Background: an optimization exercise with open tools, aiming at small area. Do not read the settings as production practice. Only simulation tests tie the RTL to the original design; equivalence was not proved.

== lagoon ==
Design mmu_tx_regs_top, start of the top module:
module mmu_tx_regs_top (
        input  wire         clk_sys,
        input  wire         rst,
        input  wire         cpu_rd,
        input  wire         cpu_wr,
        input  wire [23:0]  cpu_addr,
        input  wire [31:0]  cpu_wdata,
        input  wire [31:0]  sts_pkt_sta,
        input  wire [10:0]  sts_hacc_sn,
        input  wire [10:0]  sts_ddr_rsp_sn,
        input  wire [2:0]   sts_seq_info,
        input  wire [10:0]  sts_online_beat,
        input  wire [5:0]   sts_bd_sta,
        input  wire [31:0]  err_flags,
        input  wire [13:0]  events,
        input  wire         cnt_clr,
        output wire [10:0]  online_beat,
        output wire [31:0]  rd_data,
        output wire         rd_valid
);
==> module mmu_tx_ctrl_regs, before the edit <==
module mmu_tx_ctrl_regs (
        input  wire         clk_sys,
        input  wire         rst,
        input  wire         cfg_wr,
        input  wire         err_wr,
        input  wire [31:0]  wdata,
        input  wire [31:0]  err_flags,
        output logic [10:0] online_beat,
        output logic [31:0] err_q
);
        always_ff @(posedge clk_sys or posedge rst) begin
                if (rst) begin
                        online_beat <= mmu_tx_regs_pkg::beat_init;
                end else if (cfg_wr) begin
                        online_beat <= wdata[10:0];
                end
        end
        always_ff @(posedge clk_sys) begin
                if (rst) begin
                        err_q <= '0;
                end else begin
                        err_q <= (err_q & ~(err_wr ? wdata : 32'd0)) | err_flags;
                end
        end
endmodule
==> module mmu_tx_cnt_bank, before the edit <==
module mmu_tx_cnt_bank (
        input  wire                  clk_sys,
        input  wire                  rst,
        input  wire                  cpu_wr,
        input  wire [13:0]           sel_cnt,
        input  wire [3:0]            off,
        input  wire [31:0]           wdata,
        input  wire [27:0]           wr_hi_q,
        input  wire [13:0]           events,
        input  wire                  cnt_clr,
        output logic [27:0]          rd_hi,
        output logic [3:0]           rd_lo,
        output logic                 rd_pend
);
        localparam int n = 14;
        localparam int lo_w = 4;
        localparam int hi_w = 32 - lo_w;
        logic clr;
        logic clr_d;
        logic [3:0] rot;
        logic [3:0] rot2;
        logic [n-1:0] rot_hot;
        logic [n-1:0] head;
        logic [4:0] sum_a;
        logic [4:0] sum_b;
        logic [3:0] slot;
        logic cnt_hit;
        logic [n-1:0] sel_slot;
        logic [n-1:0] ld_cnt;
        logic [n-1:0] ld_slot;
        logic [n-1:0] rd_sel_q;
        logic wr_q;
        logic [lo_w-1:0] lo_q [n];
        logic [n-1:0] pend_q;
        logic [hi_w-1:0] hi_q [n];
        logic [hi_w-1:0] hi_inc;
        logic pend_head;
        assign clr = cnt_clr | rst;
        always_ff @(posedge clk_sys) begin
                if (rst || rot == 4'd13) begin
                        rot <= '0;
                end else begin
                        rot <= rot + 4'd1;
                end
                clr_d <= clr;
                wr_q <= cpu_wr;
        end
        always_comb begin
                for (int s = 0; s < n; s++) begin
                        rot_hot[s] = (rot == 4'(s));
                end
                for (int i = 0; i < n; i++) begin
                        head[i] = rot_hot[n-1-i];
                end
        end
        assign rot2 = rot + 4'd2;
        assign sum_a = {1'b0, off} + {1'b0, rot};
        assign sum_b = {1'b0, off} + {1'b0, rot2};
        assign slot = sum_b[4] ? sum_b[3:0] : sum_a[3:0];
        assign cnt_hit = |sel_cnt;
        always_comb begin
                for (int s = 0; s < n; s++) begin
                        sel_slot[s] = cnt_hit && (slot == 4'(s));
                end
                for (int s = 0; s < n; s++) begin
                        ld_slot[s] = wr_q && rd_sel_q[(s + n - 1) % n];
                end
        end
        assign ld_cnt = {n{cpu_wr}} & sel_cnt;
        always_ff @(posedge clk_sys) begin
                for (int i = 0; i < n; i++) begin
                        if (clr) begin
                                lo_q[i] <= '0;
                                pend_q[i] <= 1'b0;
                        end else if (ld_cnt[i]) begin
                                lo_q[i] <= wdata[lo_w-1:0];
                                pend_q[i] <= 1'b0;
                        end else begin
                                lo_q[i] <= lo_q[i] + lo_w'(events[i]);
                                pend_q[i] <= (events[i] && (&lo_q[i])) || (pend_q[i] && !head[i]);
                        end
                end
        end
        always_comb begin
                pend_head = 1'b0;
                for (int i = 0; i < n; i++) begin
                        pend_head = pend_head | (head[i] & pend_q[i]);
                end
        end
        mmu_tx_inc #(.w(hi_w)) ring_inc_i (
                .a  (hi_q[n-1]),
                .ci (pend_head),
                .y  (hi_inc)
        );
        logic [n-1:0] hold_slot, load_slot;
        logic [hi_w-1:0] hi_prev [n];
        logic [hi_w-1:0] hi_nxt [n];
        assign hold_slot = ~ld_slot & {n{~clr_d}};
        assign load_slot = ld_slot & {n{~clr_d}};
        always_comb begin
                for (int s = 0; s < n; s++) begin
                        hi_prev[s] = (s == 0) ? hi_inc : hi_q[(s + n - 1) % n];
                        hi_nxt[s] = ({hi_w{hold_slot[s]}} & hi_prev[s]) |
                                    ({hi_w{load_slot[s]}} & wr_hi_q);
                end
        end
        always_ff @(posedge clk_sys) begin
                for (int s = 0; s < n; s++) begin
                        hi_q[s] <= hi_nxt[s];
                end
        end
        always_comb begin
                rd_lo = '0;
                rd_pend = 1'b0;
                for (int i = 0; i < n; i++) begin
                        rd_lo = rd_lo | ({lo_w{sel_cnt[i]}} & lo_q[i]);
                        rd_pend = rd_pend | (sel_cnt[i] & pend_q[i] & !head[i]);
                end
        end
        always_ff @(posedge clk_sys) begin
                for (int s = 0; s < n; s++) begin
                        rd_sel_q[s] <= sel_slot[(s + n - 1) % n];
                end
        end
        always_comb begin
                rd_hi = '0;
                for (int s = 0; s < n; s++) begin
                        rd_hi = rd_hi | ({hi_w{rd_sel_q[s]}} & hi_q[s]);
                end
        end
endmodule
==> module mmu_tx_inc, before the edit <==
module mmu_tx_inc #(
        parameter int w = 28
) (
        input  wire [w-1:0]  a,
        input  wire          ci,
        output logic [w-1:0] y
);
        localparam int ng = (w + 3) / 4;
        logic [ng-1:0] grp_all;
        logic [ng-1:0] grp_ci;
        logic [w-1:0] c;
        always_comb begin
                for (int g = 0; g < ng; g++) begin
                        grp_all[g] = 1'b1;
                        for (int k = 4*g; k < 4*g + 4 && k < w; k++) begin
                                grp_all[g] = grp_all[g] & a[k];
                        end
                end
                for (int g = 0; g < ng; g++) begin
                        grp_ci[g] = ci;
                        for (int j = 0; j < g; j++) begin
                                grp_ci[g] = grp_ci[g] & grp_all[j];
                        end
                end
                for (int k = 0; k < w; k++) begin
                        c[k] = grp_ci[k/4];
                        for (int j = 4*(k/4); j < k; j++) begin
                                c[k] = c[k] & a[j];
                        end
                end
                y = a ^ c;
        end
endmodule
clock: 4.0 ns
lec_check: 0
cap_margin: 20
core_margin: 2
core_utilization: 40
gpl_timing_driven: 0
slew_margin: 20
standard.sh (not shown) runs the stock make flow with config.mk's settings and CLKGATE_MAP_FILE= SYNTH_SCRIPT=/design/flow/synth_recipe.tcl, a recipe that flattens the netlist after the stock synthesis.
==> flow/flow/run.sh <==
#!/bin/bash
# Layout with the standard ORFS flow (standard.sh), changing only:
#  - the cell buffer_ports uses for the port buffers (a plain buf_1
#    instead of the default delay cell), every port is still buffered
#  - clock tree synthesis without dummy loads and with small buffers
# Each make step writes its own log under orfs/logs; make's output
# goes to standard.log in this folder.
set -euo pipefail
export BUFFER_PORTS_ARGS="-buffer_cell sky130_fd_sc_hd__buf_1"
export CTS_ARGS="-sink_clustering_enable -repair_clock_nets -dont_use_dummy_load -buf_list sky130_fd_sc_hd__clkbuf_8 -sink_clustering_size 16 -sink_clustering_max_diameter 60"
bash standard.sh finish > standard.log 2>&1
lagoon finished all stages; the layout is clean.
Changes in sierra relative to lagoon:
--- a/flow/design.v
+++ b/flow/design.v
@@ -78,13 +78,13 @@
                 if (rst) begin
                         online_beat <= mmu_tx_regs_pkg::beat_init;
                 end else if (cfg_wr) begin
                         online_beat <= wdata[10:0];
                 end
         end
-        always_ff @(posedge clk_sys) begin
+        always_ff @(posedge clk_sys or posedge rst) begin
                 if (rst) begin
                         err_q <= '0;
                 end else begin
                         err_q <= (err_q & ~(err_wr ? wdata : 32'd0)) | err_flags;
                 end
         end
@@ -126,21 +126,27 @@
         logic wr_q;
         logic [lo_w-1:0] lo_q [n];
         logic [n-1:0] pend_q;
         logic [hi_w-1:0] hi_q [n];
         logic [hi_w-1:0] hi_inc;
         logic pend_head;
-        assign clr = cnt_clr | rst;
-        always_ff @(posedge clk_sys) begin
-                if (rst || rot == 4'd13) begin
+        assign clr = cnt_clr;
+        always_ff @(posedge clk_sys or posedge rst) begin
+                if (rst) begin
                         rot <= '0;
+                        clr_d <= 1'b0;
+                        wr_q <= 1'b0;
                 end else begin
-                        rot <= rot + 4'd1;
+                        if (rot == 4'd13) begin
+                                rot <= '0;
+                        end else begin
+                                rot <= rot + 4'd1;
+                        end
+                        clr_d <= clr;
+                        wr_q <= cpu_wr;
                 end
-                clr_d <= clr;
-                wr_q <= cpu_wr;
         end
         always_comb begin
                 for (int s = 0; s < n; s++) begin
                         rot_hot[s] = (rot == 4'(s));
                 end
                 for (int i = 0; i < n; i++) begin
@@ -158,25 +164,32 @@
                 end
                 for (int s = 0; s < n; s++) begin
                         ld_slot[s] = wr_q && rd_sel_q[(s + n - 1) % n];
                 end
         end
         assign ld_cnt = {n{cpu_wr}} & sel_cnt;
-        always_ff @(posedge clk_sys) begin
+        always_ff @(posedge clk_sys or posedge rst) begin
+                if (rst) begin
+                        for (int i = 0; i < n; i++) begin
+                                lo_q[i] <= '0;
+                        end
+                        pend_q <= '0;
+                end else begin
                 for (int i = 0; i < n; i++) begin
                         if (clr) begin
                                 lo_q[i] <= '0;
                                 pend_q[i] <= 1'b0;
                         end else if (ld_cnt[i]) begin
                                 lo_q[i] <= wdata[lo_w-1:0];
                                 pend_q[i] <= 1'b0;
                         end else begin
                                 lo_q[i] <= lo_q[i] + lo_w'(events[i]);
                                 pend_q[i] <= (events[i] && (&lo_q[i])) || (pend_q[i] && !head[i]);
                         end
                 end
+                end
         end
         always_comb begin
                 pend_head = 1'b0;
                 for (int i = 0; i < n; i++) begin
                         pend_head = pend_head | (head[i] & pend_q[i]);
                 end
@@ -195,15 +208,21 @@
                 for (int s = 0; s < n; s++) begin
                         hi_prev[s] = (s == 0) ? hi_inc : hi_q[(s + n - 1) % n];
                         hi_nxt[s] = ({hi_w{hold_slot[s]}} & hi_prev[s]) |
                                     ({hi_w{load_slot[s]}} & wr_hi_q);
                 end
         end
-        always_ff @(posedge clk_sys) begin
-                for (int s = 0; s < n; s++) begin
-                        hi_q[s] <= hi_nxt[s];
+        always_ff @(posedge clk_sys or posedge rst) begin
+                if (rst) begin
+                        for (int s = 0; s < n; s++) begin
+                                hi_q[s] <= '0;
+                        end
+                end else begin
+                        for (int s = 0; s < n; s++) begin
+                                hi_q[s] <= hi_nxt[s];
+                        end
                 end
         end
         always_comb begin
                 rd_lo = '0;
                 rd_pend = 1'b0;
                 for (int i = 0; i < n; i++) begin
@@ -231,31 +250,29 @@
         input  wire [w-1:0]  a,
         input  wire          ci,
         output logic [w-1:0] y
 );
         localparam int ng = (w + 3) / 4;
         logic [ng-1:0] grp_all;
-        logic [ng-1:0] grp_ci;
+        logic [ng:0] grp_ci;
         logic [w-1:0] c;
         always_comb begin
                 for (int g = 0; g < ng; g++) begin
                         grp_all[g] = 1'b1;
                         for (int k = 4*g; k < 4*g + 4 && k < w; k++) begin
                                 grp_all[g] = grp_all[g] & a[k];
                         end
                 end
+                grp_ci[0] = ci;
                 for (int g = 0; g < ng; g++) begin
-                        grp_ci[g] = ci;
-                        for (int j = 0; j < g; j++) begin
-                                grp_ci[g] = grp_ci[g] & grp_all[j];
-                        end
+                        grp_ci[g+1] = grp_ci[g] & grp_all[g];
                 end
-                for (int k = 0; k < w; k++) begin
-                        c[k] = grp_ci[k/4];
-                        for (int j = 4*(k/4); j < k; j++) begin
-                                c[k] = c[k] & a[j];
+                for (int g = 0; g < ng; g++) begin
+                        c[4*g] = grp_ci[g];
+                        for (int k = 4*g + 1; k < 4*g + 4 && k < w; k++) begin
+                                c[k] = c[k-1] & a[k-1];
                         end
                 end
                 y = a ^ c;
         end
 endmodule
 `default_nettype wire
Notes after the runs:
Diff lagoon -> sierra: area used by multi-input combinational logic now smaller; setup skew after layout now smaller.
In sierra the final critical-path share of the clock period turned out 2.2 points higher than in lagoon.
Quantity of I/O buffers inserted on ports was higher in sierra than in lagoon.
For the via count, sierra came in 0.66% higher than lagoon did.
Minimum period implied by the final worst setup slack delta (sierra − lagoon): unfavourable

## re-timing with driven ports
The flow's constraints put no driver on any port. The routed layouts listed below were extracted and timed again, unchanged, in two steps.
Step 1 assumes that a clkbuf_16 drives the clock port and a buf_2 every other input.
Step 2 adds t to the input delays and takes it off the output delays; t is the mean of the earliest and latest rising clock arrival at the registers after step 1. Input paths then give back, and output paths get back, about the clock's delay inside the block.
Three values: ideal ports, drivers, drivers and shift; two values: the first two.
| run | t, ns | slack for setup (ns) | slew at the worst register clock pin (ns) | cell pins on the clock port's net |
|---|---|---|---|---|
| lagoon | 0.730 | 0.167 / 0.167 / 0.017 | 0.12 / 0.12 | 1 |
| sierra | 0.742 | 0.080 / 0.080 / -0.134 | 0.11 / 0.11 | 1 |
With both steps, setup timing fails in sierra, where it was met with ideal ports. The setup slack of sierra, which loses most, moves by 0.000 ns with the drivers and by -0.214 ns with both steps.
